Source: an optimization exercise on an open RTL-to-GDS flow (aim: small area, a short achievable clock period and few clock cycles per item). Production flows keep margins and buffers that such runs may drop.
Function was checked by simulation only, so behaviour that the tests miss may differ from the original.
Power is estimated from default activity; no workload was simulated.

[design/flow/design.v]
module wprr_remap (
  input  logic        clk_i,
  input  logic        rst_ni,
  input  logic        start_i,        
  input  logic        cfg_i,          
  input  logic        keep_i,         
  input  logic        drop_i,         
  input  logic [11:0] wheel_i,
  input  logic [31:0] interval_i,
  output logic        idle_o,         
  output logic        final_o,        
  output logic        busy_o,         
  output logic [9:0]  quotient_o,
  output logic [31:0] interval_o
);
  typedef enum logic [1:0] {
    R_DONE,
    R_MUL,
    R_DIV,
    R_KEEP
  } remap_state_e;
  remap_state_e state_q;
  logic         cfg_q;           
  logic [3:0]   cnt_q;
  logic [1:0]   dig_q;
  logic [40:0]  acc_q;           
  logic         neg_q;           
  logic [30:0]  den_q;           
  logic [9:0]   quo_q;           
  logic [31:0]  ival_q;
  logic [18:0]  mcand_q;         
  logic [15:0]  wden_q;          
  logic [1:0]   skip_q;          
  logic [1:0]   skip_in;         
  logic         cfgp_q;          
  logic         final_q;         
  logic         last_q;          
  logic         protect, cfg_go;
  logic [11:0]  w_src;
  assign protect = keep_i && !cfg_q && (state_q != R_DONE);
  assign cfg_go  = cfgp_q && !protect;
  assign w_src   = ival_q[11:0];
  assign skip_in = (w_src <= 12'd1422) ? 2'd2 : (w_src <= 12'd2844) ? 2'd1 : 2'd0;
  function automatic logic [21:0] clamp22(input logic [31:0] v);
    clamp22 = (v[31:22] != '0) ? 22'h3fffff : v[21:0];
  endfunction
  function automatic logic [3:0] top_pair(input logic [21:0] v);
    top_pair = 4'd0;
    for (int j = 1; j < 11; j++) begin
      if (v[2*j +: 2] != 2'b00) top_pair = 4'(j);
    end
  endfunction
  logic [21:0] ic_in, ic_q;
  logic [3:0]  tp_in, cnt_m1;
  assign ic_in  = clamp22(interval_i);
  assign ic_q   = clamp22(ival_q);
  assign tp_in  = top_pair(ic_in);
  assign cnt_m1 = cnt_q - 4'd1;
  logic [18:0] mul_m;
  logic [10:0] den_t;
  logic [21:0] lo_sum;
  logic [19:0] hi_inc;
  logic [40:0] acc_mul;
  logic [30:0] den_mul;
  logic        last_add;
  assign mul_m   = mcand_q;        
  assign lo_sum  = {1'b0, acc_q[18:0], 2'b00} + (dig_q[1] ? {2'b00, mul_m, 1'b0} : 22'd0)
                                              + (dig_q[0] ? {3'b000, mul_m} : 22'd0);
  assign hi_inc  = acc_q[38:19] + 20'd1;
  assign acc_mul = {lo_sum[21] ? hi_inc : acc_q[38:19], lo_sum[20:0]};
  always_comb begin
    unique case (dig_q)
      2'd0: den_t = 11'd0;
      2'd1: den_t = cfg_q ? 11'd9  : 11'd500;
      2'd2: den_t = cfg_q ? 11'd18 : 11'd1000;
      default: den_t = cfg_q ? 11'd27 : 11'd1500;
    endcase
  end
  assign last_add = last_q;
  assign den_mul  = {den_q[28:0], 2'b00} + 31'(den_t) + (last_add ? 31'(wden_q) : 31'd0);
  logic [32:0] p2, rem_n;
  assign p2    = {neg_q, acc_q[40:10], acc_q[9]};
  logic [32:0] dx;
  logic [33:0] rsum;
  assign dx    = {2'b00, den_q} ^ {33{!neg_q}};
  assign rsum  = {p2, 1'b1} + {dx, !neg_q};
  assign rem_n = rsum[33:1];
  always_ff @(posedge clk_i or negedge rst_ni) begin
    if (!rst_ni) begin
      state_q <= R_DONE;
      cfg_q   <= 1'b0;
      cnt_q   <= '0;
      mcand_q <= 19'd424800;      
      wden_q  <= 16'd21240;       
      skip_q  <= 2'd1;
      cfgp_q  <= 1'b0;
      final_q <= 1'b0;
      last_q  <= 1'b0;
    end else begin
    last_q <= 1'b0;
    if (cfg_go) begin
      cfgp_q  <= 1'b0;
      state_q <= R_MUL;
      cfg_q   <= 1'b1;
      cnt_q   <= 4'd5;
      mcand_q <= 19'd90 << skip_in;
      skip_q  <= skip_in;
    end else if (start_i) begin
      state_q <= R_MUL;
      cfg_q   <= 1'b0;
      final_q <= 1'b0;
      cnt_q   <= tp_in;
      last_q  <= (tp_in == 4'd0);
    end else begin
      unique case (state_q)
        R_MUL: begin
          if (cnt_q == 4'd0) begin
            if (cfg_q) begin
              state_q <= R_KEEP;
            end else begin
              state_q <= R_DIV;
              cnt_q   <= 4'd9 - 4'(skip_q);
            end
          end else begin
            cnt_q  <= cnt_m1;
            last_q <= !cfg_q && (cnt_q == 4'd1);
          end
        end
        R_DIV: begin
          if (cnt_q == 4'd0) begin
            state_q <= R_DONE;
            final_q <= 1'b1;
          end
          cnt_q <= cnt_m1;
        end
        R_KEEP: begin
          state_q <= R_DONE;
          cfg_q   <= 1'b0;
          mcand_q <= acc_q[18:0];
          wden_q  <= den_q[15:0];
        end
        default: ;
      endcase
      if (drop_i && !cfg_q) state_q <= R_DONE;
    end
    if (cfg_i) cfgp_q <= 1'b1;
    end
  end
  always_ff @(posedge clk_i) begin
    if (cfg_i) ival_q <= {20'd0, wheel_i};
    if (cfg_go) begin
      dig_q  <= w_src[11:10];
      acc_q  <= '0;
      den_q  <= '0;
    end else if (start_i) begin
      if (!cfg_i) ival_q <= interval_i;
      dig_q  <= ic_in[2*tp_in +: 2];
      acc_q  <= '0;
      den_q  <= '0;
      neg_q  <= 1'b0;
      quo_q  <= '0;
    end else if (state_q == R_MUL) begin
      acc_q  <= acc_mul;
      den_q  <= den_mul;
      dig_q  <= ic_q[2*cnt_m1 +: 2];    
    end else if (state_q == R_DIV) begin
      acc_q  <= {rem_n[30:0], acc_q[8:0], 1'b0};
      neg_q  <= rem_n[32];
      if (!rem_n[32]) quo_q[cnt_q] <= 1'b1;
    end
  end
  assign idle_o     = (state_q == R_DONE) && !cfgp_q;
  assign final_o    = final_q;
  assign busy_o     = (state_q != R_DONE) && !cfg_q && !cfgp_q;
  assign quotient_o = quo_q;
  assign interval_o = ival_q;
endmodule
module wheel_pulse_rate_remapper (
  input  logic        clk_i,
  input  logic        rst_ni,
  input  logic        s_axis_tvalid,
  output logic        s_axis_tready,
  input  logic [7:0]  s_axis_tdata,
  output logic        m_axis_tvalid,
  input  logic        m_axis_tready,
  output logic [39:0] m_axis_tdata,
  input  logic        cfg_valid_i,
  output logic        cfg_ready_o,
  input  logic [2:0]  cfg_index_i,
  input  logic [31:0] cfg_data_i
);
  localparam int QCNT_W = 5;
  localparam logic [QCNT_W-1:0] QCNT_LIM = QCNT_W'(28);
  logic [15:0] slow_q;
  logic [9:0]  debounce_q;
  logic [15:0] idle_q;
  logic [7:0]  pulse_q;
  logic [21:0] hold_q;
  assign cfg_ready_o = 1'b1;
  always_ff @(posedge clk_i or negedge rst_ni) begin
    if (!rst_ni) begin
      slow_q     <= 16'd383;
      debounce_q <= 10'd100;
      idle_q     <= 16'd4000;
      pulse_q    <= 8'd2;
      hold_q     <= 22'd900000;
    end else if (cfg_valid_i) begin
      case (cfg_index_i)
        3'd1: slow_q     <= cfg_data_i[15:0];
        3'd2: debounce_q <= cfg_data_i[9:0];
        3'd3: idle_q     <= cfg_data_i[15:0];
        3'd4: pulse_q    <= cfg_data_i[7:0];
        3'd5: hold_q     <= cfg_data_i[21:0];
        default: ;
      endcase
    end
  end
  logic        q_done;       
  logic        q_final;      
  logic        qnext_q;      
  logic        orph_q;       
  logic        q_busy, q_drop_ok;
  logic        b_go, b_edge, blue;
  logic [1:0]  occ_q;                  
  logic        ent0_q, ent1_q;         
  logic        tready_q;
  logic [31:0] sr_q;                   
  logic        e_q;                    
  logic [QCNT_W-1:0] k_q;              
  logic [QCNT_W-1:0] k2_q;             
  logic        in_fire, h_edge, a_go, q_full;
  logic [1:0]  occ_d;
  assign s_axis_tready = tready_q;
  assign in_fire = tready_q && s_axis_tvalid;
  assign h_edge  = ent0_q && (sr_q > {22'd0, debounce_q});
  assign q_full  = e_q ? (k2_q >= QCNT_LIM) : (k_q >= QCNT_LIM);
  logic q_drop_ok_q;
  always_ff @(posedge clk_i or negedge rst_ni) begin
    if (!rst_ni) q_drop_ok_q <= 1'b0;
    else q_drop_ok_q <= q_busy && qnext_q && !e_q && f0_q && !lwhi_q && (sw_q[31:10] == '0) &&
                        (now_q[31:5] != '1) &&
                        (({1'b0, sw_q[9:0]} + {6'd0, k_q} + 11'd1) < {1'b0, q_val});
  end
  assign q_drop_ok = q_drop_ok_q && qnext_q && q_busy;
  assign a_go    = (occ_q != 2'd0) && !(h_edge && (e_q || (!q_done && !q_drop_ok))) && !q_full;
  assign occ_d   = occ_q + 2'(in_fire) - 2'(a_go);
  always_ff @(posedge clk_i or negedge rst_ni) begin
    if (!rst_ni) begin
      occ_q    <= '0;
      ent0_q   <= 1'b0;
      ent1_q   <= 1'b0;
      tready_q <= 1'b1;
    end else begin
      occ_q    <= occ_d;
      tready_q <= (occ_d != 2'd2);
      if (a_go) begin
        ent0_q <= (occ_q == 2'd2) ? ent1_q : s_axis_tdata[0];
        if (in_fire) ent1_q <= s_axis_tdata[0];
      end else if (in_fire) begin
        if (occ_q == 2'd0) ent0_q <= s_axis_tdata[0];
        else               ent1_q <= s_axis_tdata[0];
      end
    end
  end
  always_ff @(posedge clk_i or negedge rst_ni) begin
    if (!rst_ni) begin
      sr_q <= '0;
    end else if (a_go) begin
      sr_q <= h_edge ? 32'd1 : sr_q + 32'd1;
    end
  end
  logic [9:0]  q_val;
  logic [31:0] q_meas;
  wprr_remap u_remap (
    .clk_i      (clk_i),
    .rst_ni     (rst_ni),
    .start_i    (a_go && h_edge),
    .cfg_i      (cfg_valid_i && (cfg_index_i == 3'd0)),
    .keep_i     (qnext_q),
    .drop_i     (b_go && b_edge && blue),
    .wheel_i    (cfg_data_i[11:0]),
    .interval_i (sr_q),
    .idle_o     (q_done),
    .final_o    (q_final),
    .busy_o     (q_busy),
    .quotient_o (q_val),
    .interval_o (q_meas)
  );
  logic out_valid_q, out_free;
  logic b_known;
  logic e_old_q;
  assign out_free = !out_valid_q || m_axis_tready;
  assign b_edge   = (k_q == '0) && e_q;
  assign b_go     = out_free && (k_q != '0 || (e_q && e_old_q)) && b_known;
  logic [QCNT_W-1:0] k_inc, k_dec, k2_inc;
  logic              a_plain;
  assign k_inc   = k_q + 1'b1;
  assign k_dec   = k_q - 1'b1;
  assign k2_inc  = k2_q + 1'b1;
  assign a_plain = a_go && !h_edge;
  always_ff @(posedge clk_i or negedge rst_ni) begin
    if (!rst_ni) begin
      e_q  <= 1'b0;
      k_q  <= '0;
      k2_q <= '0;
    end else begin
      if (b_go && b_edge) begin
        e_q  <= 1'b0;
        k_q  <= a_go ? k2_inc : k2_q;
        k2_q <= '0;
      end else begin
        if (a_go && h_edge) e_q <= 1'b1;
        if (e_q) begin
          k_q  <= b_go ? k_dec : k_q;
          k2_q <= a_go ? k2_inc : k2_q;
        end else begin
          k_q  <= (b_go == a_plain) ? k_q : (b_go ? k_dec : k_inc);
        end
      end
    end
  end
  logic [31:0] now_q, sw_q, meas_q;
  logic [21:0] next_q;
  logic [7:0]  pl_q;
  logic [1:0]  lamp_q;
  logic        level_q, first_q;
  logic        fnp_q;    
  logic        f0_q;     
  logic [9:0]  lwlo_q;   
  logic        lwhi_q;   
  logic        pend, use_q, fire;
  logic        mgt_slow_q;    
  logic        ge_slow_q;     
  logic        ge_slow_now, ge_slow_inc;
  logic        now_max, sw_max;
  logic [31:0] sw_inc;
  logic        eq_next, eq_q;
  logic        fq, q_le_sw, q_wrap, fq_known;
  logic        fnp_cur, eq_cur;
  logic        hold_carry;
  logic        fnp_fired, f0_fired;
  logic        fnp_kept, f0_kept;
  logic        lvl_f, lvl_n, level;
  logic [7:0]  pl_f, pl_n;
  assign q_le_sw = (sw_q[31:10] != '0) || (sw_q[9:0] >= q_val);
  assign q_wrap  = lwhi_q && (({1'b0, lwlo_q} + {1'b0, q_val}) >= 11'h400);
  assign fq      = f0_q ? (q_wrap || q_le_sw) : (q_wrap && q_le_sw);
  assign fq_known = q_final || (f0_q && !lwhi_q && !q_le_sw);
  assign pend    = b_edge || first_q;
  assign blue    = b_edge && mgt_slow_q && ge_slow_q;
  assign ge_slow_now = (sw_q >= {16'd0, slow_q});
  assign ge_slow_inc = sw_max ? (slow_q == '0) : (ge_slow_now || (sw_inc == {16'd0, slow_q}));
  assign use_q   = b_edge && !blue;
  assign fnp_cur = orph_q ? 1'b0 : (qnext_q ? fq : fnp_q);
  assign eq_cur  = qnext_q ? eq_q : eq_next;
  assign fire    = !pend ? fnp_cur : (use_q ? fq : f0_q);
  assign b_known = (use_q || (!pend && qnext_q)) ? fq_known : 1'b1;
  assign now_max = &now_q;
  assign sw_max  = &sw_q;
  assign sw_inc  = sw_q + 32'd1;
  assign eq_next = (sw_inc == {10'd0, next_q});
  assign eq_q    = (sw_inc == {22'd0, q_val});
  assign hold_carry = ({1'b0, now_q[21:0]} + {1'b0, hold_q}) >= 23'h400000 && (&now_q[31:22]);
  assign fnp_fired  = (hold_q == 22'd1) || (!now_max && ((hold_q == 22'd0) || hold_carry));
  assign f0_fired   = !now_max;
  assign fnp_kept = !pend ? (eq_cur || (!now_max && fnp_cur)) : (use_q ? eq_q : sw_max);
  assign f0_kept  = sw_max || (!now_max && f0_q);
  assign lvl_f = (pulse_q != '0);
  assign pl_f  = lvl_f ? pulse_q - 8'd1 : 8'd0;
  assign lvl_n = (pl_q != '0);
  assign pl_n  = lvl_n ? pl_q - 8'd1 : 8'd0;
  assign level = fire ? lvl_f : lvl_n;
  always_ff @(posedge clk_i or negedge rst_ni) begin
    if (!rst_ni) begin
      now_q       <= '0;
      sw_q        <= '0;
      meas_q      <= '0;
      next_q      <= 22'd999999;
      pl_q        <= '0;
      lamp_q      <= 2'd0;
      level_q     <= 1'b0;
      first_q     <= 1'b1;
      out_valid_q <= 1'b0;
      fnp_q       <= 1'b0;
      f0_q        <= 1'b1;
      lwlo_q      <= '0;
      lwhi_q      <= 1'b0;
      qnext_q     <= 1'b0;
      orph_q      <= 1'b0;
      mgt_slow_q  <= 1'b0;
      e_old_q     <= 1'b0;
      ge_slow_q   <= 1'b0;
    end else begin
      mgt_slow_q <= (q_meas > {16'd0, slow_q});
      e_old_q    <= e_q && !(b_go && b_edge);
      ge_slow_q  <= !b_go ? ge_slow_now : (fire ? (slow_q <= 16'd1) : ge_slow_inc);
      if (out_free) out_valid_q <= b_go;
      if (b_go) begin
        first_q <= 1'b0;
        now_q   <= now_q + 32'd1;
        sw_q    <= fire ? 32'd1 : sw_inc;
        if (b_edge) meas_q <= q_meas;
        next_q  <= fire ? hold_q : ((use_q || (!pend && qnext_q)) ? {12'd0, q_val} :
                                    (!pend ? next_q : 22'd0));
        qnext_q <= !fire && (use_q || (!pend && qnext_q)) && !q_final;
        pl_q    <= fire ? pl_f : pl_n;
        level_q <= level;
        if (pend)                            lamp_q <= blue ? 2'd1 : 2'd2;
        else if (sw_q > {16'd0, idle_q})     lamp_q <= 2'd0;
        fnp_q   <= fire ? fnp_fired : fnp_kept;
        f0_q    <= fire ? f0_fired : f0_kept;
        if (fire) begin
          lwlo_q <= now_q[9:0];
          lwhi_q <= &now_q[31:10];
        end
        if (pend) orph_q <= 1'b0;
      end else if (qnext_q && q_final) begin
        next_q  <= {12'd0, q_val};
        fnp_q   <= fq;
        qnext_q <= 1'b0;
      end
      if (a_go && h_edge && !q_done) begin
        qnext_q <= 1'b0;
        orph_q  <= 1'b1;
      end
    end
  end
  assign m_axis_tvalid = out_valid_q;
  assign m_axis_tdata  = {5'd0, meas_q, lamp_q, level_q};
endmodule
[design/flow/run.sh]
#!/bin/bash
# synth_recipe.tcl (not shown) runs the flow's synth.tcl, then flattens the netlist and writes it again
# the make line also repeats each setting of config.mk as NAME=value (left out here)
make -C /OpenROAD-flow-scripts/flow DESIGN_CONFIG=/design/flow/config.mk WORK_HOME=/design/flow/orfs CLKGATE_MAP_FILE= SYNTH_SCRIPT=/design/flow/synth_recipe.tcl finish
[design/flow/config.mk]
export PLATFORM = sky130hd
export DESIGN_NAME = wheel_pulse_rate_remapper
export DESIGN_NICKNAME = wheel_pulse_rate_remapper
export VERILOG_FILES = /design/flow/design.v
export SDC_FILE = /design/flow/constraint.sdc
export NUM_CORES = 4
export LEC_CHECK = 0
export CAP_MARGIN = 20
export CORE_MARGIN = 2
export CORE_UTILIZATION = 35
export CTS_CLUSTER_DIAMETER = 120
export CTS_CLUSTER_SIZE = 20
export SETUP_SLACK_MARGIN = 4.6
export SLEW_MARGIN = 20
[design/flow/constraint.sdc]
create_clock -name core_clock -period 8.0 [get_ports {clk_i}]
set_input_delay 1.6000 -clock core_clock [delete_from_list [all_inputs] [get_ports {clk_i}]]
set_output_delay 1.6000 -clock core_clock [all_outputs]
set_load 0.01 [all_outputs]
==> impl_metrics.toml, run 1 <==
[sta]
worst_pin_slew_ps = 1030
clock.fmax_mhz = 272
slew_violations = 0
final.min_clock_period_ps = 3670
finalSetupViolCount = 0
min_period_over_period_pct = 45.9
hold_viol = 0
max_slew_margin_pct = 30.8
rsz0062_at_grt = "yes"
worst_clock_skew_ps = 48.9
tns_ps = 0
worst_slack_ps = 4330

[yosys]
avgSynthCellArea_um2 = 8.87
synth_cells = 3210
yosysMostFrequentCell = "nand2_1"
synth_top_area_share_pct = 22.3
ys_async_sr_fraction_pct = 73.0
synth_cell_types = 90
synth_commonest_cells = "nand2_1 (413), dfrtp_1 (254), nor2_1 (221)"
synth_area_mm2 = 0.0285
ys_top_cells_by_area = "dfrtp_1 (22%), ha_1 (9.3%), dfxtp_1 (7.3%)"
synth_ff_type = "dfrtp_1"
synth_enable_flop_cells = 13
yosysSeqAreaShare_pct = 36.8
yosysWarnings = 2
synth_largest_area_cell = "dfrtp_1"
yosys_register_bits = 434

[clocking]
clk_pin_slew_ps = 90
cts_root_buffer = "clkbuf_16"
numCtsBuffers = 26
holdBufCountCts = 0
cts.sinks = 434
clock_latency_ps = 630
ctsLongestPathBuffers = 3
cts_tree = "done"
htreeDepth = 1

[pwr]
clkPwrFrac_pct = 11.1
combPwrFrac_pct = 60.6
intPower_mw = 7.33
pwr-share-seq_pct = 28.3
p_per_area_mw_per_mm2 = 395
cellLeakagePower_nw = 14.6
switching_power_mw = 5.89
p_sw_share_pct = 44.6
worst_ir_drop_vdd_mv = 0.204

[routing]
ant_nets = 0
drc = 0
drtIter0Drc = 1362
num_vias = 23800
vias_per_cell = 5.41
first_pass_iters = 5
routed_wl_um = 82300
wire_per_inst_um = 18.7

[cells_and_area]
seq_area_mm2 = 0.0105
multi_input_comb_area_mm2 = 0.0180
syn_to_final_growth_pct = 17.6
fillers = 7875
drive_above_1_share_pct = 16.9
diodes = 0
nNetsFinal = 3602

[grt]
grt_busiest_layer = "met2"
antenna_found_initial = 0
grt_pass1_vias = 22800
grt_pass1_wl_um = 128000
grt_use_met3_pct = 2.20
overflow = 0
met2_usage_pct = 31.3
grt_usage_pct = 19.1
grt_max_degree = 144
grt_use_met1_pct = 26.6

[worst_setup_path]
crit_type = "flop to flop"
cp-end-kind = "flop"
critPathMaxFanout = 6
r2r-start = "u_remap.dig_q[1]"
crit_arrival_ps = 4190
cp.required_ps = 8520
crit_path_start_kind = "flop"
startpoint = "u_remap.dig_q[1]"

[floorplan]
rows = 104
die_w_um = 289
ios = 91
core_mm2 = 0.0805
dieArea_mm2 = 0.0837
die_height_um = 289
start_util_pct = 35.4

[place]
pre_cts_ws_ps = 3450
portBuffers = 67
hpwl_um = 55900
place_congestion = 0.889

[run]
maxCapViolCount = 0

[min_path]
hp-start = "u_remap.ival_q[27]"
hold_path_class = "flop to flop"

[outcome]
outcome = "timing/DRC/antenna clean"
## per-layer routing
layer	part of all wire [%]	up-vias
met5	0	-
met3	4.0	112
met2	47	475
met1	47	11700
met4	2.8	0
li1	-	11500
## through the flow
step | cell area [um2] | total power [mW] | cells | hold slack [ps] | utilization (%)
after global placement | 30200 | 10.4 | 4212 | 441 | 37.5
after floorplan | 28700 | 8.78 | 3214 | 426 | -
final | 33500 | 13.2 | 4392 | 453 | 41.6
after detailed placement | 30200 | 10.5 | 4212 | 444 | 37.5
after global routing | 33500 | 14.3 | 4392 | 482 | 41.6
after CTS | 32300 | 12.6 | 4338 | 457 | 40.1
## cells in the final DEF (no fill, tap or decap), types with 24 or more instances in the layout
cell type	count
a211oi_1	28
a21o_1	54
a21oi_1	171
and2_1	30
and3_1	37
buf_4	113
clkbuf_16	31
clkdlybuf4s50_1	65
dfrtp_1	229
dfrtp_2	24
dfstp_2	63
dfxtp_1	104
fa_1	28
ha_1	189
inv_1	173
mux2_2	71
mux2i_1	45
nand2_1	405
nand2b_1	29
nand3_1	87
nand4_1	55
nor2_1	206
nor2b_1	37
nor3_1	50
nor4_1	24
o21a_1	25
o21ai_0	203
o31ai_1	34
xnor2_1	139
xor2_1	99
## power groups by stage
| stage | combinational (mW) | sequential (mW) | clock (mW) |
|---|---|---|---|
| 4_1_cts | 7.38 | 3.72 | 1.52 |
| 6_report | 8.01 | 3.75 | 1.47 |
| 2_1_floorplan | 5.34 | 3.44 | 0 |
| 3_3_place_gp | 6.60 | 3.78 | 0 |
| 5_1_grt | 8.90 | 3.85 | 1.59 |
| 3_5_place_dp | 6.69 | 3.78 | 0 |
## layout make-up
class / count / area share [%]
multi-input cells: 2449 / 53.6
clock inverters: 3 / 0.164
inverters: 182 / 2.04
repair buffers: 219 / 6.57
clock buffers: 45 / 2.22
well taps: 1060 / 3.96
flip-flops and latches: 434 / 31.4
## cell families (layout without fill, tap and decap cells)
logic type | Yosys count | after routing | synth area share [%]
simple gates | 1084 | 1086 | 18.2
fa+ha+maj | 242 | 242 | 11.4
mux | 121 | 121 | 4.78
xor+xnor | 260 | 260 | 8.00
flops | 434 | 434 | 36.8
compound gates | 733 | 734 | 16.2
buf+inv | 334 | 449 | 4.55
other cells | 2 | 6 | 0.0264
## worst paths after layout
| path | slack [ps] | to | cells after the start |
|---|---|---|---|
| max | 4330 | u_remap.acc_q[37] | 16 |
| min | 450 | meas_q[27] | 2 |
| max reg2reg | 4330 | u_remap.acc_q[37] | 16 |
| min reg2reg | 450 | meas_q[27] | 2 |
| max in group asynchronous | 5430 | u_remap.last_q | 2 |
| min in group asynchronous | 990 | pl_q[2] | 1 |
## registers in the layout (all words and copies together) (netlist names), 19 cells and up
register         flops
u_remap.den_q       31
now_q               32
sr_q                32
u_remap.mcand_q     19
hold_q              22
next_q              22
u_remap.ival_q      32
meas_q              32
sw_q                32
u_remap.acc_q       41
## repair_timing
item | 4_1_cts | 5_1_grt
pin swaps | 62 | 50
setup buffers | 73 | 49
setup endpoints to repair | 283 | 237
gates resized for setup | 150 | 138
gates cloned | 5 | 5
## worst max-delay path, stage by stage (launching register included)
cell and delay [ps]:
edfxtp_1 440, buf_6 150, nand2_2 50, fa_1 540, inv_2 50, ha_4 210
a211o_1 340, a2111oi_4 340, nor3_2 110, o2111ai_2 280, a41oi_4 200, and4_4 290
buf_6 140, nand3_2 70, xnor2_1 110, o22ai_1 80, nor3_1 180
Testbench counts, summed over its fixed seeds: cycles 8,885, items 8,000.
==> inputs of run 2 (changes only) <==
--- a/design/flow/config.mk
+++ b/design/flow/config.mk
@@ -7,7 +7,7 @@
 export LEC_CHECK = 0
 export CAP_MARGIN = 20
 export CORE_MARGIN = 2
-export CORE_UTILIZATION = 35
+export CORE_UTILIZATION = 30
 export CTS_CLUSTER_DIAMETER = 120
 export CTS_CLUSTER_SIZE = 20
 export SETUP_SLACK_MARGIN = 4.6
==> impl_metrics.toml, run 2 <==
[routing]
num_vias = 23900
ant_nets = 0
first_pass_iters = 5
routed_wl_um = 83200
drc = 0
wire_per_inst_um = 18.1
drtIter0Drc = 1603
vias_per_cell = 5.19

[cells_and_area]
syn_to_final_growth_pct = 19.2
nNetsFinal = 3604
largest_reg_flops = 41
finish.utilization_pct = 35.9
drive_above_1_share_pct = 17.5
final_cells = 4599
fillers = 9573
top_register = "u_remap.acc_q"
diodes = 0
fin_area_mm2 = 0.0339
layout_commonest_cell = "nand2_1"
final_cell_mix = "nand2_1 (401), dfrtp_1 (230), nor2_1 (205)"

[yosys]
synth_enable_flop_cells = 13
avgSynthCellArea_um2 = 8.87
synth_ff_type = "dfrtp_1"
ys_top_cells_by_area = "dfrtp_1 (22%), ha_1 (9.3%), dfxtp_1 (7.3%)"
synth_largest_area_cell = "dfrtp_1"
yosysWarnings = 2
yosys_register_bits = 434
synth_commonest_cells = "nand2_1 (413), dfrtp_1 (254), nor2_1 (221)"
ys_async_sr_fraction_pct = 73.0
synth_area_mm2 = 0.0285
synth_top_area_share_pct = 22.3
yosysSeqAreaShare_pct = 36.8
yosysMostFrequentCell = "nand2_1"
synth_cell_types = 90
synth_cells = 3210

[sta]
rsz0062_at_grt = "yes"
final.min_clock_period_ps = 3670
worst_clock_skew_ps = 40.4
finalSetupViolCount = 0
slew_violations = 0
worst_pin_slew_ps = 1040
hold_viol = 0
max_slew_margin_pct = 30.9
clock.fmax_mhz = 272
whs_ps = 464
tns_ps = 0
min_period_over_period_pct = 45.9

[floorplan]
die_w_um = 312
rows = 113
core_mm2 = 0.0946
die_height_um = 312
start_util_pct = 30.1
dieArea_mm2 = 0.0974
ios = 91

[place]
place_inst = 4416
place_congestion = 0.900
dpl_cell_area_mm2 = 0.0305
hpwl_um = 56800
portBuffers = 67

[worst_setup_path]
critPathMaxFanout = 6
crit_path_start_kind = "flop"
cp-end-kind = "flop"
crit_type = "flop to flop"
r2r-start = "u_remap.dig_q[0]"
crit_arrival_ps = 4140
cp.required_ps = 8470
startpoint = "u_remap.dig_q[0]"

[grt]
grt_use_met1_pct = 22.7
grt_busiest_layer = "met2"
grt_usage_pct = 16.4
grt_use_met3_pct = 1.86
met2_usage_pct = 27.2
grt_max_degree = 135
antenna_found_initial = 0
overflow = 0
grt_pass1_wl_um = 130000
grt_pass1_vias = 22900

[clocking]
cts_tree = "done"
numCtsBuffers = 27
clk_pin_slew_ps = 90
holdBufCountCts = 0
cts_root_buffer = "clkbuf_16"
ctsLongestPathBuffers = 3
cts.sinks = 434
htreeDepth = 1
clock_latency_ps = 620

[pwr]
p_per_area_mw_per_mm2 = 401
cellLeakagePower_nw = 14.7
worst_ir_drop_vdd_mv = 0.234

[run]
maxCapViolCount = 0

[outcome]
outcome = "timing/DRC/antenna clean"

[min_path]
hold_path_class = "flop to flop"
hp-start = "u_remap.ival_q[26]"
run 2: final cells by class:
cell class / instances / area, um2 / share of cell area [%]
clock buffer: 45 / 764 / 2.25
tap: 1265 / 1580 / 4.66
sequential: 434 / 10500 / 31.0
timing repair buffer: 219 / 2120 / 6.26
inverter: 182 / 686 / 2.02
clock inverter: 4 / 71.3 / 0.210
multi-input combinational: 2450 / 18200 / 53.6
run 2: power breakdown:
group / internal, mW / switching [mW] / leakage (nW)
combinational: 3.91 / 4.43 / 9.35
clock: 0.699 / 0.836 / 0.400
sequential: 2.94 / 0.810 / 4.91
run 2: worst max-delay path, stage by stage, from the launching register on:
cell	delay (ps)
edfxtp_1	440
buf_12	170
nand2_4	50
fa_1	510
inv_2	50
ha_4	210
a211o_1	300
a2111oi_4	450
nor3_4	90
o2111ai_4	260
a41oi_4	170
and4_4	220
buf_6	130
nor2b_4	130
xnor2_2	140
o221ai_2	140
a21oi_1	60
run 2: worst paths after layout:
path / cells after the start / end / slack (ps)
min reg2reg: 2 / meas_q[26] / 460
max: 16 / u_remap.acc_q[39] / 4330
min: 2 / meas_q[26] / 460
max in group asynchronous: 2 / u_remap.cfg_q / 5600
min in group asynchronous: 1 / idle_q[14] / 1060
max reg2reg: 16 / u_remap.acc_q[39] / 4330
run 2: what timing repair did:
item | in CTS | in global routing
setup buffers | 79 | 48
setup endpoints to repair | 270 | 215
resized for setup | 184 | 158
pin swaps | 70 | 83
gates cloned | 6 | 1
run 2: logic make-up after synthesis:
logic type | share of synthesized area (%)
simple gates | 18.2
mux | 4.78
other cells | 0.0264
xor+xnor | 8.00
buf+inv | 4.55
flops | 36.8
compound gates | 16.2
fa+ha+maj | 11.4
run 2: layer usage:
layer / up-vias / part of all wire, %
met5: - / 0
met2: 522 / 47
met4: 0 / 2.6
met1: 11700 / 46
li1: 11500 / -
met3: 116 / 4.4
run 2: through the flow:
stage               worst slack, ps  total power, mW
floorplan                      4370             8.78
global placement               3380             10.4
detailed placement             3380             10.5
CTS                            4400             12.9
global route                   4160             14.7
finish                         4330             13.6
==> inputs of run 3 (changes only) <==
--- a/design/flow/config.mk
+++ b/design/flow/config.mk
@@ -7,8 +7,8 @@
 export LEC_CHECK = 0
 export CAP_MARGIN = 20
 export CORE_MARGIN = 2
-export CORE_UTILIZATION = 30
+export CORE_UTILIZATION = 35
 export CTS_CLUSTER_DIAMETER = 120
 export CTS_CLUSTER_SIZE = 20
-export SETUP_SLACK_MARGIN = 4.6
+export SETUP_SLACK_MARGIN = 4.8
 export SLEW_MARGIN = 20
==> impl_metrics.toml, run 3 <==
[yosys]
synth_compound_area_share_pct = 16.2
avgSynthCellArea_um2 = 8.87
synth_area_mm2 = 0.0285
synth_cell_types = 90
synth_enable_flop_cells = 13
synth_ff_type = "dfrtp_1"
synthMuxAreaShare_pct = 4.78
synth_largest_area_cell = "dfrtp_1"
ys_async_sr_fraction_pct = 73.0
synth_top_family_by_area = "simple AND/OR/NAND/NOR gates"
yosysSeqAreaShare_pct = 36.8
synth_top_area_share_pct = 22.3
yosys_register_bits = 434
synth_simple_gate_area_share_pct = 18.2
yosysWarnings = 2
yosysMostFrequentCell = "nand2_1"
synth_cells = 3210
synthAdderAreaFrac_pct = 11.4
ys_top_cells_by_area = "dfrtp_1 (22%), ha_1 (9.3%), dfxtp_1 (7.3%)"
synth_commonest_cells = "nand2_1 (413), dfrtp_1 (254), nor2_1 (221)"
synth-xor-area-share_pct = 8.00

[clocking]
cts.sinks = 434
numCtsBuffers = 26
htreeDepth = 1
clk_pin_slew_ps = 100
cts_tree = "done"
cts_root_buffer = "clkbuf_16"
clock_latency_ps = 620
ctsLongestPathBuffers = 3
holdBufCountCts = 0

[sta]
worst_clock_skew_ps = 38.3
rsz0062_at_grt = "yes"
final.min_clock_period_ps = 3730
worst_slack_ps = 4270
finalSetupViolCount = 0
worst_pin_slew_ps = 1030
whs_ps = 452
clock.fmax_mhz = 268
tns_ps = 0
max_slew_margin_pct = 31.0
min_period_over_period_pct = 46.6
slew_violations = 0
hold_viol = 0

[floorplan]
die_w_um = 289
ios = 91
core_mm2 = 0.0805
dieArea_mm2 = 0.0837
die_height_um = 289
rows = 104
start_util_pct = 35.4

[routing]
drtIter0Drc = 1776
routed_wl_um = 87500
drc = 0
vias_per_cell = 5.47
num_vias = 24400
first_pass_iters = 6
wire_per_inst_um = 19.6
ant_nets = 0

[cells_and_area]
fin_area_mm2 = 0.0351
nNetsFinal = 3672
final_cells = 4462
finish.utilization_pct = 43.6
layout_commonest_cell = "nand2_1"
largest_reg_flops = 41
final_cell_mix = "nand2_1 (391), dfrtp_1 (221), nor2_1 (201)"
drive_above_1_share_pct = 21.7
top_register = "u_remap.acc_q"
syn_to_final_growth_pct = 23.4
fillers = 7729
diodes = 0

[pwr]
clkPwrFrac_pct = 10.4
finalPower_mw = 14.3
intPower_mw = 7.87
combPwrFrac_pct = 63.2
cellLeakagePower_nw = 15.2
switching_power_mw = 6.39
p_sw_share_pct = 44.8
p_per_area_mw_per_mm2 = 406
pwr-share-seq_pct = 26.4
worst_ir_drop_vdd_mv = 0.246

[place]
hpwl_um = 56200
portBuffers = 67
pre_cts_ws_ps = 3450
place_inst = 4212
dpl_cell_area_mm2 = 0.0303
place_congestion = 0.917

[worst_setup_path]
cp-end-kind = "flop"
crit_arrival_ps = 4230
critPathMaxFanout = 6
startpoint = "u_remap.dig_q[1]"
r2r-start = "u_remap.dig_q[1]"
crit_type = "flop to flop"
cp.required_ps = 8500
crit_path_start_kind = "flop"

[grt]
grt_usage_pct = 19.8
grt_pass1_vias = 23400
antenna_found_initial = 1
overflow = 0
grt_pass1_wl_um = 133000
grt_max_degree = 133

[run]
maxCapViolCount = 0

[min_path]
hp-start = "u_remap.ival_q[27]"
hold_path_class = "flop to flop"

[outcome]
outcome = "timing/DRC/antenna clean"
-- run 3: cell count changes in the layout (fill, tap and decap cells not counted), moves of 6 or more --
cell and delta:
ha_1 -13, ha_4 +14, buf_12 +11, dfrtp_1 -9, nor2_4 +7, inv_1 -8, nand2_4 +6, dfrtp_2 +8
buf_4 +39, nand2_1 -10
-- run 3: cell type report --
| type | count | area (um2) | share of cell area, % |
|---|---|---|---|
| inverter | 182 | 701 | 1.99 |
| timing repair buffer | 283 | 2930 | 8.33 |
| clock buffer | 45 | 773 | 2.20 |
| clock inverter | 3 | 25.0 | 0.0712 |
| multi-input combinational | 2455 | 18900 | 53.7 |
| tap | 1060 | 1330 | 3.77 |
| sequential | 434 | 10500 | 30.0 |
-- run 3: cells by family (layout without fill, tap and decap cells) --
| family | count (synthesis) | count (layout) |
|---|---|---|
| adder cells (fa/ha/maj) | 242 | 242 |
| AND/OR/NAND/NOR | 1084 | 1091 |
| other | 2 | 6 |
| XOR/XNOR | 260 | 260 |
| multiplexers | 121 | 121 |
| AO/OA/AOI/OAI | 733 | 735 |
| buffers and inverters | 334 | 513 |
| flip-flops | 434 | 434 |
-- run 3: power by group through the flow --
stage                     Combinational [mW]  Sequential [mW]  Clock, mW
after floorplan                         5.36             3.44          0
after global placement                  6.63             3.78          0
after detailed placement                6.72             3.78          0
after CTS                               7.89             3.70       1.52
after global routing                    9.85             3.86       1.58
final                                   9.01             3.77       1.48
-- run 3: worst max-delay path: stages, from the launching register on --
cell      delay, ps
edfxtp_1        430
buf_12          160
buf_4           110
nand2_1          60
fa_1            500
inv_1            40
ha_1            390
a21o_1          230
a21o_1          180
a21o_1          190
a31oi_2         260
a41oi_4         250
and4_4          300
nor2b_4         140
xnor2_2         130
o221ai_1        160
a21oi_1          60
-- run 3: final timing paths --
path                                      to  slack [ps]  depth (start not counted)
setup / recovery           u_remap.acc_q[39]        4270                         16
hold / removal                    meas_q[27]         450                          2
setup reg to reg           u_remap.acc_q[39]        4270                         16
hold reg to reg                   meas_q[27]         450                          2
max in group asynchronous     u_remap.last_q        5640                          2
min in group asynchronous            pl_q[2]        1040                          1
-- run 3: timing repair --
action	4_1_cts	5_1_grt
pin swaps	123	110
setup endpoints to repair	370	207
setup buffers	91	88
gates resized for setup	267	213
gates cloned	12	11
-- run 3: routing by layer --
metal,share of wire (%),global-route usage [%],vias up
li1,-,-,11600
met1,45,27.0,12000
met2,47,33.1,643
met3,5.1,2.13,127
met4,2.8,5.54,0
met5,0,0,-
==> inputs of run 4 (changes only) <==
--- a/design/flow/design.v
+++ b/design/flow/design.v
@@ -189,8 +189,8 @@
   input  logic [2:0]  cfg_index_i,
   input  logic [31:0] cfg_data_i
 );
-  localparam int QCNT_W = 5;
-  localparam logic [QCNT_W-1:0] QCNT_LIM = QCNT_W'(28);
+  localparam int QCNT_W = 4;
+  localparam logic [QCNT_W-1:0] QCNT_LIM = QCNT_W'(14);
   logic [15:0] slow_q;
   logic [9:0]  debounce_q;
   logic [15:0] idle_q;
@@ -239,7 +239,7 @@
     if (!rst_ni) q_drop_ok_q <= 1'b0;
     else q_drop_ok_q <= q_busy && qnext_q && !e_q && f0_q && !lwhi_q && (sw_q[31:10] == '0) &&
                         (now_q[31:5] != '1) &&
-                        (({1'b0, sw_q[9:0]} + {6'd0, k_q} + 11'd1) < {1'b0, q_val});
+                        (({1'b0, sw_q[9:0]} + 11'(k_q) + 11'd1) < {1'b0, q_val});
   end
   assign q_drop_ok = q_drop_ok_q && qnext_q && q_busy;
   assign a_go    = (occ_q != 2'd0) && !(h_edge && (e_q || (!q_done && !q_drop_ok))) && !q_full;
--- a/design/flow/config.mk
+++ b/design/flow/config.mk
@@ -8,7 +8,5 @@
 export CAP_MARGIN = 20
 export CORE_MARGIN = 2
 export CORE_UTILIZATION = 35
-export CTS_CLUSTER_DIAMETER = 120
-export CTS_CLUSTER_SIZE = 20
-export SETUP_SLACK_MARGIN = 4.8
+export SETUP_SLACK_MARGIN = 4.6
 export SLEW_MARGIN = 20
==> impl_metrics.toml, run 4 <==
[sta]
whs_ps = 453
worst_clock_skew_ps = 44.9
tns_ps = 0
final.min_clock_period_ps = 3640
min_period_over_period_pct = 45.5
slew_violations = 0
clock.fmax_mhz = 275
worst_pin_slew_ps = 1020
max_slew_margin_pct = 31.9
finalSetupViolCount = 0
hold_viol = 0
rsz0062_at_grt = "yes"
worst_slack_ps = 4360

[worst_setup_path]
cpPeakStageDelay_ps = 420
crit_type = "flop to flop"
cp_num_cells = 18
critPathMaxFanout = 6
cp.required_ps = 8490
r2r_setup_slack_ps = 4360
cp_cell_sequence = "buf_6 -> buf_4 -> buf_6 -> buf_16 -> nand2_2 -> fa_1 -> inv_2 -> ha_4 -> and3_4 -> a221o_1 -> or2_4 -> a31oi_4 -> buf_6 -> buf_6 -> nor3_1 -> xor2_1 -> o211ai_1 -> a21oi_1"
r2r-start = "u_remap.dig_q[0]"
crit_arrival_ps = 4120
cp-end-kind = "flop"
crit_path_start_kind = "flop"
r2r-end = "u_remap.acc_q[40]"
critPathTopFamily = "compound AO/OA/AOI/OAI gates"
cp_slowest_cell = "fa_1"
cpMostUsedCell = "buf_6"
rr_worst_depth = 18
crit_buf_inv = 7

[clocking]
ctsLongestPathBuffers = 3
htreeDepth = 2
clock_latency_ps = 640
cts.sinks = 432
clk_pin_slew_ps = 60
numCtsBuffers = 52
cts_tree = "done"
cts_root_buffer = "clkbuf_16"

[floorplan]
die_w_um = 292
core_mm2 = 0.0820
start_util_pct = 35.3
rows = 105
die_height_um = 292
ios = 91
dieArea_mm2 = 0.0851

[yosys]
yosys_register_bits = 432
yosysWarnings = 2
avgSynthCellArea_um2 = 8.66
ys_async_sr_fraction_pct = 72.9
synth_cell_types = 90
synth_area_mm2 = 0.0290
yosysSeqAreaShare_pct = 36.0
synth_enable_flop_cells = 13
synth_commonest_cells = "nand2_1 (499), dfrtp_1 (252), o21ai_0 (237)"
yosysMostFrequentCell = "nand2_1"
synth_top_area_share_pct = 21.8
synth_cells = 3343
synth_ff_type = "dfrtp_1"
ys_top_cells_by_area = "dfrtp_1 (22%), ha_1 (9.1%), dfxtp_1 (7.2%)"
synth_largest_area_cell = "dfrtp_1"

[grt]
overflow = 0
grt_usage_pct = 20.1
grt_pass1_wl_um = 138000
grt_max_degree = 151
antenna_found_initial = 0
grt_pass1_vias = 24100

[min_path]
hold_path_class = "flop to flop"
holdPathEnd = "u_remap.wden_q[14]"
worst_hold_path.num_cells = 2
hp-start = "u_remap.den_q[14]"

[routing]
drc = 0
routed_wl_um = 88400
drtIter0Drc = 1865
num_vias = 25100
first_pass_iters = 6
ant_nets = 0
wire_per_inst_um = 19.3
vias_per_cell = 5.47

[outcome]
outcome = "timing/DRC/antenna clean"

[pwr]
cellLeakagePower_nw = 15.3
p_per_area_mw_per_mm2 = 439
finalPower_mw = 15.3
worst_ir_drop_vdd_mv = 0.244

[place]
pre_cts_ws_ps = 3180
portBuffers = 67
dpl_cell_area_mm2 = 0.0307
hpwl_um = 59400
place_congestion = 0.894

[cells_and_area]
drive_above_1_share_pct = 17.3
fin_area_mm2 = 0.0349
syn_to_final_growth_pct = 20.6
layout_commonest_cell = "nand2_1"
nNetsFinal = 3754
top_register = "u_remap.acc_q"
final_cell_mix = "nand2_1 (479), dfrtp_1 (236), o21ai_0 (214)"
largest_reg_flops = 41

[run]
maxCapViolCount = 0
run 4: cell count changes after synthesis, moves of 15 or more:
cell / delta
nand2_1: +86
nor3_1: +25
o21ai_0: +19
o211ai_1: +17
xor2_1: -17
nor2b_1: -16
mux2_2: -15
run 4: cells by family after synthesis:
family	synth area share, %
AOI/OAI and AO/OA	16.9
muxes	4.15
DFF	36.0
adders and majority gates	11.3
other	0.0259
buffers and inverters	4.68
and+or+nand+nor	19.3
xor gates and xnor gates	7.59
run 4: worst min-delay path: stages, from the launching register on:
cell and delay (ps):
dfxtp_1 350, nand2_1 70, nand2_1 40
run 4: layout make-up:
| class | instances | area [um2] |
|---|---|---|
| clock buffer | 81 | 1500 |
| multi-input combinational | 2574 | 18500 |
| sequential | 432 | 10500 |
| inverter | 175 | 674 |
| antenna | 1 | 2.50 |
| fill | 8034 | 47000 |
| timing repair buffer | 229 | 2240 |
| clock inverter | 16 | 190 |
| tap | 1070 | 1340 |
run 4: stage by stage:
stage / cells / util [%]
floorplan: 3347 / -
global route: 4577 / 42.6
finish: 4578 / 42.6
global placement: 4345 / 37.4
CTS: 4513 / 41.3
detailed placement: 4345 / 37.4
run 4: how the worst max path moves through the flow:
stage | start | endpoint | slack [ps]
floorplan | u_remap.dig_q[0] | u_remap.den_q[21] | 4540
global placement | u_remap.neg_q | u_remap.quo_q[1] | 3190
detailed placement | u_remap.neg_q | u_remap.quo_q[9] | 3180
CTS | u_remap.dig_q[0] | u_remap.den_q[27] | 4400
global route | u_remap.dig_q[0] | u_remap.den_q[27] | 4220
finish | u_remap.dig_q[0] | u_remap.acc_q[40] | 4360
run 4: report_power, final:
group,switching [mW],total [mW],internal [mW]
Sequential,0.886,3.88,2.99
Combinational,4.87,9.10,4.23
Clock,1.02,2.35,1.33
run 4: what timing repair did:
item | 4_1_cts | 5_1_grt
buffers inserted | 67 | 62
setup endpoints to repair | 295 | 151
endpoints found under the hold margin | 0 | 0
cloned | 4 | 2
gates resized for setup | 181 | 140
pin swaps | 75 | 119
hold buffers | 0 | 0
run 4: metal layers:
layer	vias up	global-route usage, %	wire length [um]
li1	12000	-	-
met1	12200	27.4	40300
met2	608	32.9	40600
met3	180	2.72	4370
met4	0	6.79	3090
met5	-	0	0
Testbench counts of run 4, summed over its fixed seeds: cycles 8,885, items 8,000.
==> inputs of run 5 (changes only) <==
--- a/design/flow/design.v
+++ b/design/flow/design.v
@@ -166,7 +166,7 @@
     end else if (state_q == R_DIV) begin
       acc_q  <= {rem_n[30:0], acc_q[8:0], 1'b0};
       neg_q  <= rem_n[32];
-      if (!rem_n[32]) quo_q[cnt_q] <= 1'b1;
+      quo_q[cnt_q] <= !rem_n[32];
     end
   end
   assign idle_o     = (state_q == R_DONE) && !cfgp_q;
==> impl_metrics.toml, run 5 <==
[outcome]
outcome = "timing/DRC/antenna clean"

[cells_and_area]
final_cell_mix = "nand2_1 (443), dfrtp_1 (239), o21ai_0 (194)"
top_register = "u_remap.acc_q"
drive_above_1_share_pct = 17.7
finish.utilization_pct = 42.8
nNetsFinal = 3661
largest_reg_flops = 41
layout_commonest_cell = "nand2_1"
syn_to_final_growth_pct = 21.7
diodes = 0
fillers = 7984

[routing]
routed_wl_um = 86300
drtIter0Drc = 1611
drc = 0
first_pass_iters = 6
ant_nets = 0
num_vias = 24600
wire_per_inst_um = 19.2
vias_per_cell = 5.48

[clocking]
htreeDepth = 2
clock_latency_ps = 630
clk_pin_slew_ps = 60
cts.sinks = 432
ctsLongestPathBuffers = 3
cts_root_buffer = "clkbuf_16"
numCtsBuffers = 53
holdBufCountCts = 0
cts_tree = "done"

[yosys]
synth_ff_type = "dfrtp_1"
avgSynthCellArea_um2 = 8.79
ys_top_cells_by_area = "dfrtp_1 (22%), ha_1 (9.1%), dfxtp_1 (7.2%)"
synth_top_area_share_pct = 21.9
ys_async_sr_fraction_pct = 72.9
yosysSeqAreaShare_pct = 36.3
yosysWarnings = 2
synth_cells = 3271
synth_area_mm2 = 0.0287
yosys_register_bits = 432
synth_largest_area_cell = "dfrtp_1"
synth_commonest_cells = "nand2_1 (460), dfrtp_1 (252), o21ai_0 (230)"
synth_enable_flop_cells = 13
yosysMostFrequentCell = "nand2_1"
synth_cell_types = 92

[sta]
hold_viol = 0
max_slew_margin_pct = 34.8
clock.fmax_mhz = 265
worst_clock_skew_ps = 39.8
worst_slack_ps = 4230
worst_pin_slew_ps = 979
tns_ps = 0
slew_violations = 0
min_period_over_period_pct = 47.1
finalSetupViolCount = 0
rsz0062_at_grt = "yes"
final.min_clock_period_ps = 3770

[min_path]
hp-start = "u_remap.ival_q[27]"
hold_path_class = "flop to flop"
worst_hold_path.num_cells = 2
holdPathEnd = "meas_q[27]"

[worst_setup_path]
crit_type = "flop to flop"
r2r-end = "u_remap.acc_q[39]"
cp-end-kind = "flop"
r2r-start = "u_remap.neg_q"
r2r_setup_slack_ps = 4230
critPathMaxFanout = 17
rr_worst_depth = 12
cp.required_ps = 8450
crit_arrival_ps = 4210
crit_path_start_kind = "flop"

[pwr]
worst_ir_drop_vdd_mv = 0.250
finalPower_mw = 15.1
cellLeakagePower_nw = 14.9
p_per_area_mw_per_mm2 = 433

[grt]
grt_pass1_wl_um = 135000
antenna_found_initial = 0
grt_usage_pct = 19.6
overflow = 0
grt_pass1_vias = 23600
grt_max_degree = 90

[floorplan]
start_util_pct = 35.2
die_w_um = 291
dieArea_mm2 = 0.0844
core_mm2 = 0.0817
die_height_um = 291
ios = 91
rows = 105

[place]
pre_cts_ws_ps = 3490
place_congestion = 0.869
portBuffers = 67
hpwl_um = 57300

[run]
maxCapViolCount = 0
[run 5: cell count changes in the layout (fill, tap and decap cells not counted), sizes merged, moves of 24 or more]
cell,change
nand3,+26
buf,-33
a21o,-24
nor2,-33
nand2,-37
a21oi,-24
[run 5: metrics by stage]
stage               area, um2  instances  hold WS [ps]
floorplan               28900       3275           426
global placement        30500       4278           446
detailed placement      30500       4278           447
CTS                     33700       4446           457
global route            35000       4486           487
finish                  35000       4486           450
[run 5: layer usage]
metal  vias to the layer above  GRT usage [%]  part of all wire, %
met2                       637           31.9                   46
met3                       142           2.68                  5.6
met1                     12000           27.2                   45
met4                         0           5.88                  2.9
met5                         -              0                    0
li1                      11800              -                    -
[run 5: cells by family (layout without fill, tap and decap cells)]
logic type | Yosys count | in the layout | synth area share, %
other | 2 | 6 | 0.0261
xor gates and xnor gates | 249 | 249 | 7.59
and+or+nand+nor | 1150 | 1151 | 19.3
buffers and inverters | 352 | 490 | 4.82
DFF | 432 | 432 | 36.3
AOI/OAI and AO/OA | 722 | 724 | 15.9
adders and majority gates | 242 | 242 | 11.3
muxes | 122 | 122 | 4.69
[run 5: how the worst max path moves through the flow]
stage / startpoint / endpoint / slack (ps) / cells after the start
finish: u_remap.neg_q / u_remap.acc_q[39] / 4230 / 12
global route: u_remap.dig_q[1] / u_remap.den_q[24] / 4100 / 17
CTS: u_remap.dig_q[1] / u_remap.acc_q[38] / 4260 / 16
floorplan: u_remap.dig_q[0] / u_remap.acc_q[34] / 4550 / 15
global placement: m_axis_tready / now_q[26] / 3530 / 9
detailed placement: m_axis_tready / now_q[26] / 3490 / 9
[run 5: repair_timing]
item | 4_1_cts | 5_1_grt
setup endpoints to repair | 218 | 183
setup buffers | 62 | 28
pin swaps | 96 | 99
resized for setup | 160 | 199
gates cloned | 7 | 11
[run 5: layout make-up]
class,count,area [um2],area share [%]
timing repair buffer,201,2200,6.30
tap,1070,1340,3.83
clock inverter,23,343,0.981
clock buffer,76,1480,4.24
inverter,190,716,2.05
multi-input combinational,2494,18400,52.7
sequential,432,10500,29.9
[run 5: worst max-delay path, cell delays in order, from the launching register on]
cell	delay [ps]
edfxtp_1	430
buf_12	190
xnor2_1	210
ha_1	330
a21oi_1	200
and2_1	160
o221ai_1	260
a211oi_1	640
o21a_1	300
o21ai_0	180
a311oi_1	370
xor2_1	230
a211oi_1	100
[run 5: power by group]
group | leakage, nW | switching, mW | total, mW | internal [mW]
registers | 4.89 | 0.877 | 3.87 | 2.99
logic | 9.16 | 4.70 | 8.71 | 4.00
clock network | 0.891 | 1.03 | 2.55 | 1.52
total | 14.9 | 6.61 | 15.1 | 8.52
Testbench counts of run 5, summed over its fixed seeds: cycles 8,885, items 8,000.
==> inputs of run 6 (changes only) <==
--- a/design/flow/config.mk
+++ b/design/flow/config.mk
@@ -8,5 +8,7 @@
 export CAP_MARGIN = 20
 export CORE_MARGIN = 2
 export CORE_UTILIZATION = 35
+export CTS_CLUSTER_DIAMETER = 120
+export CTS_CLUSTER_SIZE = 20
 export SETUP_SLACK_MARGIN = 4.6
 export SLEW_MARGIN = 20
==> impl_metrics.toml, run 6 <==
[pwr]
cellLeakagePower_nw = 14.5
p_sw_share_pct = 45.7
switching_power_mw = 6.47
pwr-share-seq_pct = 27.3
clkPwrFrac_pct = 10.3
finalPower_mw = 14.2
p_per_area_mw_per_mm2 = 415
combPwrFrac_pct = 62.4
worst_ir_drop_vdd_mv = 0.195
intPower_mw = 7.70

[grt]
grt_usage_pct = 19.5
grt_max_degree = 90
grt_pass1_vias = 23400
grt_pass1_wl_um = 134000
overflow = 0
antenna_found_initial = 0

[floorplan]
rows = 105
ios = 91
core_mm2 = 0.0817
start_util_pct = 35.2
die_w_um = 291
dieArea_mm2 = 0.0844
die_height_um = 291

[place]
place_congestion = 0.869
hpwl_um = 57300
dpl_cell_area_mm2 = 0.0305
portBuffers = 67

[sta]
min_period_over_period_pct = 46.3
max_slew_margin_pct = 34.7
finalSetupViolCount = 0
hold_viol = 0
tns_ps = 0
clock.fmax_mhz = 270
rsz0062_at_grt = "yes"
slew_violations = 0
final.min_clock_period_ps = 3700
worst_clock_skew_ps = 39.9
worst_pin_slew_ps = 980

[cells_and_area]
syn_to_final_growth_pct = 18.8
fillers = 8105
diodes = 0
fin_area_mm2 = 0.0341
final_cell_mix = "nand2_1 (435), dfrtp_1 (238), o21ai_0 (187), ha_1 (187)"
layout_commonest_cell = "nand2_1"
top_register = "u_remap.acc_q"
nNetsFinal = 3641
largest_reg_flops = 41
drive_above_1_share_pct = 17.2

[routing]
routed_wl_um = 86000
drc = 0
vias_per_cell = 5.50
wire_per_inst_um = 19.4
first_pass_iters = 7
drtIter0Drc = 1763
ant_nets = 0
num_vias = 24400

[yosys]
synth_cells = 3271
yosys_register_bits = 432
synth_commonest_cells = "nand2_1 (460), dfrtp_1 (252), o21ai_0 (230)"
synth_ff_type = "dfrtp_1"
yosysMostFrequentCell = "nand2_1"
synth_area_mm2 = 0.0287
synth_cell_types = 92
ys_top_cells_by_area = "dfrtp_1 (22%), ha_1 (9.1%), dfxtp_1 (7.2%)"
ys_async_sr_fraction_pct = 72.9
yosysSeqAreaShare_pct = 36.3
synth_top_area_share_pct = 21.9
synth_enable_flop_cells = 13
synth_largest_area_cell = "dfrtp_1"
yosysWarnings = 2
avgSynthCellArea_um2 = 8.79

[min_path]
worst_hold_path.num_cells = 2
hp-start = "u_remap.ival_q[27]"
hold_path_class = "flop to flop"
holdPathEnd = "meas_q[27]"

[outcome]
outcome = "timing/DRC/antenna clean"

[clocking]
cts.sinks = 432
numCtsBuffers = 26
ctsLongestPathBuffers = 3
cts_tree = "done"
cts_root_buffer = "clkbuf_16"
clk_pin_slew_ps = 90
clock_latency_ps = 620
htreeDepth = 1

[worst_setup_path]
cp-end-kind = "flop"
crit_path_start_kind = "flop"
r2r_setup_slack_ps = 4300
crit_type = "flop to flop"
cp.required_ps = 8480
r2r-start = "u_remap.dig_q[1]"
rr_worst_depth = 17
critPathMaxFanout = 8
r2r-end = "u_remap.acc_q[25]"
crit_arrival_ps = 4180

[run]
maxCapViolCount = 0
run 6: cell families after synthesis:
group	after synthesis	share of synthesized area [%]
other	2	0.0261
DFF	432	36.3
AOI/OAI and AO/OA	722	15.9
and+or+nand+nor	1150	19.3
adders and majority gates	242	11.3
xor gates and xnor gates	249	7.59
muxes	122	4.69
buffers and inverters	352	4.82
run 6: worst max-delay path by stage:
stage                           from                 to  cells past startpoint
floorplan           u_remap.dig_q[0]  u_remap.acc_q[34]                     15
global placement       m_axis_tready          now_q[26]                      9
detailed placement     m_axis_tready          now_q[26]                      9
CTS                 u_remap.dig_q[1]  u_remap.acc_q[38]                     16
global route        u_remap.dig_q[0]  u_remap.den_q[24]                     16
finish              u_remap.dig_q[1]  u_remap.acc_q[25]                     17
run 6: power by group through the flow:
stage	combinational, mW	sequential [mW]	clock, mW
2_1_floorplan	5.70	3.54	0
3_3_place_gp	7.17	3.85	0
5_1_grt	9.82	3.97	1.58
4_1_cts	8.14	3.83	1.51
3_5_place_dp	7.26	3.85	0
6_report	8.84	3.87	1.46
run 6: metrics by stage:
stage	util, %	hold slack (ps)	setup WS [ps]	instances
final	41.8	456	4300	4442
after global routing	41.8	492	4120	4442
after CTS	40.1	464	4260	4402
after detailed placement	37.3	447	3490	4278
after global placement	37.3	446	3530	4278
after floorplan	-	426	4550	3275
run 6: routing by layer:
metal / share of wire [%] / GRT usage [%] / vias up / wire, um
li1: - / - / 11700 / -
met1: 46 / 27.5 / 12000 / 39900
met3: 5.1 / 2.42 / 101 / 4370
met5: 0 / 0 / - / 0
met2: 46 / 31.8 / 568 / 39800
met4: 2.3 / 4.46 / 0 / 1980
run 6: worst max-delay path, cell delays in order (launching register included):
cell and delay [ps]:
edfxtp_1 390, buf_12 140, buf_12 130, nand2_2 50, fa_1 520, inv_2 50, ha_4 260, nand4_1 160
or3_4 380, a211oi_4 260, o221ai_4 210, a211oi_4 310, buf_12 170, buf_4 120, nand3_4 70, xnor2_2 150
o221ai_2 130, nor2_1 70
run 6: final cells by class:
class                           instances  area (um2)  share of cell area [%]
Sequential cell                       432       10500                    30.6
Tap cell                             1070        1340                    3.92
Inverter                              190         718                    2.10
Clock buffer                           43         724                    2.12
Timing Repair Buffer                  208        2340                    6.85
Multi-Input combinational cell       2494       18500                    54.2
Clock inverter                          5        62.6                   0.183
run 6: timing repair:
item                                    CTS  global route
hold buffers                              0             0
cloned                                    9            10
endpoints found under the setup margin  225           197
resized for setup                       166           230
setup buffers                            67            29
pin swaps                               112           107
==> inputs of run 7 (changes only) <==
--- a/design/flow/config.mk
+++ b/design/flow/config.mk
@@ -7,8 +7,6 @@
 export LEC_CHECK = 0
 export CAP_MARGIN = 20
 export CORE_MARGIN = 2
-export CORE_UTILIZATION = 35
-export CTS_CLUSTER_DIAMETER = 120
-export CTS_CLUSTER_SIZE = 20
-export SETUP_SLACK_MARGIN = 4.6
+export CORE_UTILIZATION = 40
+export SETUP_SLACK_MARGIN = 4.5
 export SLEW_MARGIN = 20
==> impl_metrics.toml, run 7 <==
[sta]
tns_ps = 0
rsz0062_at_grt = "yes"
finalSetupViolCount = 0
slew_violations = 0
hold_viol = 0
max_slew_margin_pct = 25.4
clock.fmax_mhz = 264
final.min_clock_period_ps = 3780
worst_pin_slew_ps = 1110
worst_slack_ps = 4220
min_period_over_period_pct = 47.3
worst_clock_skew_ps = 21.2

[clocking]
ctsLongestPathBuffers = 3
cts_root_buffer = "clkbuf_16"
holdBufCountCts = 0
clock_latency_ps = 610
cts_tree = "done"
numCtsBuffers = 50
cts.sinks = 432
clk_pin_slew_ps = 60
htreeDepth = 2

[pwr]
cellLeakagePower_nw = 14.7
worst_ir_drop_vdd_mv = 0.218
p_per_area_mw_per_mm2 = 435

[yosys]
ys_top_cells_by_area = "dfrtp_1 (22%), ha_1 (9.1%), dfxtp_1 (7.2%)"
yosysSeqAreaShare_pct = 36.3
avgSynthCellArea_um2 = 8.79
synthMuxAreaShare_pct = 4.69
synthAdderAreaFrac_pct = 11.3
synth_largest_area_cell = "dfrtp_1"
yosys_register_bits = 432
synth_top_family_by_area = "simple AND/OR/NAND/NOR gates"
synth_cells = 3271
synth_compound_area_share_pct = 15.9
synth_enable_flop_cells = 13
synth-xor-area-share_pct = 7.59
yosysWarnings = 2
synth_area_mm2 = 0.0287
synth_commonest_cells = "nand2_1 (460), dfrtp_1 (252), o21ai_0 (230)"
synth_ff_type = "dfrtp_1"
synth_cell_types = 92
yosysMostFrequentCell = "nand2_1"
synth_simple_gate_area_share_pct = 19.3
ys_async_sr_fraction_pct = 72.9
synth_top_area_share_pct = 21.9

[grt]
grt_pass1_vias = 22900
overflow = 0
grt_max_degree = 153
grt_pass1_wl_um = 132000
grt_usage_pct = 22.2
antenna_found_initial = 0

[cells_and_area]
largest_reg_flops = 41
diodes = 0
nNetsFinal = 3638
finish.utilization_pct = 47.7
syn_to_final_growth_pct = 18.5
final_cell_mix = "nand2_1 (445), dfrtp_1 (239), o21ai_0 (207)"
top_register = "u_remap.acc_q"
drive_above_1_share_pct = 16.0
layout_commonest_cell = "nand2_1"

[floorplan]
start_util_pct = 40.3
die_w_um = 272
ios = 91
rows = 98
core_mm2 = 0.0714
die_height_um = 272
dieArea_mm2 = 0.0740

[worst_setup_path]
crit_path_start_kind = "flop"
r2r_setup_slack_ps = 4220
critPathMaxFanout = 8
crit_type = "flop to flop"
cp.required_ps = 8480
crit_arrival_ps = 4270
cp-end-kind = "flop"

[routing]
ant_nets = 0
drtIter0Drc = 1861
vias_per_cell = 5.58
num_vias = 24200
drc = 0
routed_wl_um = 83800
wire_per_inst_um = 19.3
first_pass_iters = 6

[outcome]
outcome = "timing/DRC/antenna clean"

[place]
portBuffers = 67
place_congestion = 0.884
pre_cts_ws_ps = 3380
hpwl_um = 56100

[run]
maxCapViolCount = 0

[min_path]
hold_path_class = "flop to flop"
[run 7: cell counts after synthesis]
Identical to the previous run, type by type.
[run 7: metrics by stage]
| stage | cells | hold slack, ps | instance area [um2] | power, mW |
|---|---|---|---|---|
| 2_1_floorplan | 3275 | 426 | 28900 | 9.21 |
| 3_3_place_gp | 4157 | 444 | 30300 | 11.0 |
| 3_5_place_dp | 4157 | 452 | 30300 | 11.0 |
| 4_1_cts | 4315 | 462 | 33200 | 14.1 |
| 5_1_grt | 4341 | 489 | 34100 | 16.0 |
| 6_report | 4341 | 453 | 34100 | 14.8 |
[run 7: worst max-delay path, stage by stage (launching register included)]
cell	delay, ps
edfxtp_1	420
buf_12	130
buf_8	110
buf_6	120
nand2_4	40
fa_1	500
inv_2	50
ha_4	290
nand2_4	50
or3_4	390
a211oi_4	330
o221ai_4	200
a211oi_4	280
buf_6	180
nand3_4	80
xnor2_2	140
a222oi_1	270
nor2_1	60
[run 7: what timing repair did]
action	CTS	global route
cloned	6	3
endpoints found under the setup margin	256	163
pin swaps	64	97
gates resized for setup	126	164
setup buffers	58	23
[run 7: where the power goes]
group	internal, mW	switching, mW	leakage [nW]
Combinational	3.94	4.63	8.96
Sequential	2.99	0.882	4.89
Clock	1.40	0.982	0.837
[run 7: kinds of logic after synthesis]
kind of cell | count (synthesis)
and+or+nand+nor | 1150
xor gates and xnor gates | 249
muxes | 122
other | 2
adders and majority gates | 242
AOI/OAI and AO/OA | 722
DFF | 432
buffers and inverters | 352
[run 7: worst paths after layout]
check	from	to	cells past startpoint
max	u_remap.dig_q[0]	u_remap.acc_q[34]	17
min	u_remap.ival_q[22]	meas_q[22]	2
max reg2reg	u_remap.dig_q[0]	u_remap.acc_q[34]	17
min reg2reg	u_remap.ival_q[22]	meas_q[22]	2
max in group asynchronous	rst_ni	sw_q[19]	2
min in group asynchronous	rst_ni	pulse_q[5]	1
[run 7: routing by layer]
metal	GRT usage, %	part of all wire (%)
met1	32.8	48
met2	33.8	44
met3	3.26	5.8
met4	5.87	2.2
met5	0	0
[run 7: final cells by class]
cell class | count | area [um2]
Sequential cell | 432 | 10500
Timing Repair Buffer | 181 | 1930
Clock buffer | 69 | 1410
Clock inverter | 25 | 268
Inverter | 190 | 716
Fill cell | 6761 | 37300
Multi-Input combinational cell | 2494 | 18100
Tap cell | 950 | 1190

[static timing again, ports no longer ideal]
No port has a modelled driver above. Below, the same layouts with a new extraction and two added sets of constraints. Step 1 (the two cells are an assumption about what drives the block):
set clk [get_ports {clk_i}]
set_driving_cell -lib_cell sky130_fd_sc_hd__clkbuf_16 $clk
set_driving_cell -lib_cell sky130_fd_sc_hd__buf_2 [delete_from_list [all_inputs] $clk]
Step 2 moves the port delays by t, midway between the first and last clock arrival at a register: inputs arrive t later, outputs are due t later. That takes back most of the time a late clock gives input paths. Slacks: ideal / step 1 / step 2; pairs: ideal / step 1.
run	shift t [ns]	setup slack, ns	hold WS [ns]	worst setup path at the end	worst register clock-pin slew, ns
run 1	0.670	4.329 / 4.329 / 4.283	0.453 / 0.453 / 0.453	input to register	0.10 / 0.10
run 2	0.661	4.330 / 4.330 / 4.260	0.464 / 0.464 / 0.464	input to register	0.10 / 0.10
run 3	0.667	4.271 / 4.271 / 4.271	0.452 / 0.452 / 0.452	register to register	0.10 / 0.10
run 4	0.686	4.362 / 4.362 / 4.030	0.453 / 0.453 / 0.453	input to register	0.07 / 0.07
run 5	0.668	4.232 / 4.232 / 3.939	0.450 / 0.450 / 0.450	input to register	0.07 / 0.07
run 6	0.666	4.297 / 4.297 / 3.934	0.456 / 0.456 / 0.456	input to register	0.10 / 0.10
run 7	0.663	4.218 / 4.218 / 3.970	0.453 / 0.453 / 0.453	input to register	0.07 / 0.07
After both steps every run listed still meets setup and hold. The setup slack of run 6, which loses most, moves by 0.000 ns with the drivers and by -0.363 ns with both steps.
